This is an optimization exercise on Yosys and OpenROAD, whose aim is small area, not a production implementation. Function was checked by simulation only, so behaviour that the tests miss may differ from the original.

## job 101
// hsv_to_rgb_converter_unit
module hsv_to_rgb_converter_unit (
  input  wire logic                                 clk,
  input  wire logic                                 rst,
  input  wire logic                                 in_valid,
  output logic                                      in_stall,
  input  wire logic [hsv2rgb_pkg::HUE_BITS-1:0]     hue,
  input  wire logic [hsv2rgb_pkg::CHAN_BITS-1:0]    saturation,
  input  wire logic [hsv2rgb_pkg::CHAN_BITS-1:0]    value,
  output logic                                      out_valid,
  input  wire logic                                 out_stall,
  output logic [hsv2rgb_pkg::CHAN_BITS-1:0]         red,
  output logic [hsv2rgb_pkg::CHAN_BITS-1:0]         green,
  output logic [hsv2rgb_pkg::CHAN_BITS-1:0]         blue,
  output logic [3*hsv2rgb_pkg::CHAN_BITS-1:0]       packed_color
);
==> flow/config.mk <==
export PLATFORM = sky130hd
export DESIGN_NAME = hsv_to_rgb_converter_unit
export DESIGN_NICKNAME = hsv_to_rgb_converter_unit
export VERILOG_FILES = /design/flow/design.v
export SDC_FILE = /design/flow/constraint.sdc
export NUM_CORES = 4
export LEC_CHECK = 0
export ABC_AREA = 1
export CAP_MARGIN = 20
export CORE_MARGIN = 2
export CORE_UTILIZATION = 75
export CTS_BUF_LIST = sky130_fd_sc_hd__clkbuf_2 sky130_fd_sc_hd__clkbuf_4 sky130_fd_sc_hd__clkbuf_8
export SLEW_MARGIN = 20
==> flow/constraint.sdc <==
create_clock -name core_clock -period 7.5 [get_ports {clk}]
set_input_delay 1.5000 -clock core_clock [delete_from_list [all_inputs] [get_ports {clk}]]
set_output_delay 1.5000 -clock core_clock [all_outputs]
set_load 0.01 [all_outputs]
standard.sh (not shown) runs the stock make flow with config.mk's settings and CLKGATE_MAP_FILE= SYNTH_SCRIPT=/design/flow/synth_recipe.tcl, a recipe that flattens the netlist after the stock synthesis.
==> flow/flow/run.sh <==
#!/bin/bash
# Layout flow: the standard flow with two changes to synthesis and one
# to placement.
#  - Synthesis: Yosys's synth runs without its quick ABC pass (-noabc), so
#    the full adders written in the RTL reach extract_fa without inverted
#    polarities, and the final ABC mapping uses flow/area.abc (area-oriented
#    mapping). Registers, their names and cell types are unchanged.
#  - Ports are buffered with sky130_fd_sc_hd__buf_1, and the buffers that
#    synthesis puts between outputs sharing a net are buf_1 too.
# Each tool's output goes to the ORFS logs under orfs/logs; make's output to
# standard.log.
set -euo pipefail
WORK=$PWD
FLOW=$WORK/flow
{
  echo 'proc synth {args} { yosys synth -nofsm -noshare -noabc {*}$args }'
  echo 'proc abc {args} {'
  echo '  set i [lsearch $args -script]'
  echo "  if { \$i >= 0 } { set args [lreplace \$args \$i [expr {\$i + 1}] -script $FLOW/area.abc] }"
  echo '  yosys abc {*}$args'
  echo '}'
  tail -n +2 synth_recipe.tcl
} > my_synth.tcl
bash standard.sh SYNTH_SCRIPT=$WORK/my_synth.tcl \
  "BUFFER_PORTS_ARGS=-buffer_cell sky130_fd_sc_hd__buf_1" \
  "MIN_BUF_CELL_AND_PORTS=sky130_fd_sc_hd__buf_1 A X" finish > standard.log 2>&1
==> flow/flow/area.abc <==
strash
dch -f
amap
topo
Setup changes, job 101 to job 103
--- a/flow/design.v
+++ b/flow/design.v
@@ -18,32 +18,31 @@
   output logic [hsv2rgb_pkg::CHAN_BITS-1:0]         red,
   output logic [hsv2rgb_pkg::CHAN_BITS-1:0]         green,
   output logic [hsv2rgb_pkg::CHAN_BITS-1:0]         blue,
   output logic [3*hsv2rgb_pkg::CHAN_BITS-1:0]       packed_color
 );
   logic adv;
   assign adv      = !out_valid || !out_stall;
   assign in_stall = !adv;
-  logic [8:0] base;
-  logic [1:0] k2;
-  logic [6:0] h1;
-  logic       up;
+  logic [8:0] hw;
   logic [2:0] sect;
+  logic [8:0] base;
+  logic [5:0] rem;
   logic [5:0] r;
   always_comb begin
-    if      (hue >= 9'd480) begin k2 = 2'd1; base = 9'd480; end
-    else if (hue >= 9'd360) begin k2 = 2'd0; base = 9'd360; end
-    else if (hue >= 9'd240) begin k2 = 2'd2; base = 9'd240; end
-    else if (hue >= 9'd120) begin k2 = 2'd1; base = 9'd120; end
-    else                    begin k2 = 2'd0; base = 9'd0;   end
-    h1   = 7'(hue - base);
-    up   = (h1 >= 7'd60);
-    r    = up ? 6'(h1 - 7'd60) : 6'(7'd60 - h1);
-    sect = {k2, up};
+    hw = (hue >= 9'd360) ? hue - 9'd360 : hue;
+    if      (hw >= 9'd300) begin sect = 3'd5; base = 9'd300; end
+    else if (hw >= 9'd240) begin sect = 3'd4; base = 9'd240; end
+    else if (hw >= 9'd180) begin sect = 3'd3; base = 9'd180; end
+    else if (hw >= 9'd120) begin sect = 3'd2; base = 9'd120; end
+    else if (hw >= 9'd60)  begin sect = 3'd1; base = 9'd60;  end
+    else                   begin sect = 3'd0; base = 9'd0;   end
+    rem = 6'(hw - base);
+    r   = sect[0] ? rem : 6'd60 - rem;
   end
   wire nz0 = (|value) & (|saturation);
   wire a0 = value[0] & saturation[0];
   wire a1 = value[0] & saturation[1];
   wire a2 = value[0] & saturation[2];
   wire a3 = value[0] & saturation[3];
   wire a4 = value[0] & saturation[4];
   wire a5 = value[0] & saturation[5];
## What came out
- Relative to job 101, job 103 degrades setup slack after placement.
- Against job 101, job 103 reports a final cell count that is higher.
- Chip height sits higher in job 103 than in job 101.

re-timing with driven ports:
How much do the figures lean on ideal ports? The routed layouts below were timed once more, with nothing changed but the port constraints.
Step 1, drivers: a clkbuf_16 drives clk and a buf_2 each remaining input, both assumed.
Step 2 also shifts input and output timing later by t, the mid clock arrival at the registers, as if the neighbouring blocks saw the same clock.
Three values: ideal ports, drivers, drivers and shift; two values: the first two.
run | t (ns) | slack for setup (ns) | pins driven straight from the clock port
job 101 | 0.393 | 0.293 / 0.293 / 0.065 | 1
job 103 | 0.401 | 0.319 / 0.327 / -0.074 | 1
Met with ideal ports but missed after step 2: setup timing in job 103. For job 103, which loses most, drivers alone change the setup slack by +0.008 ns; drivers and shift together by -0.393 ns.
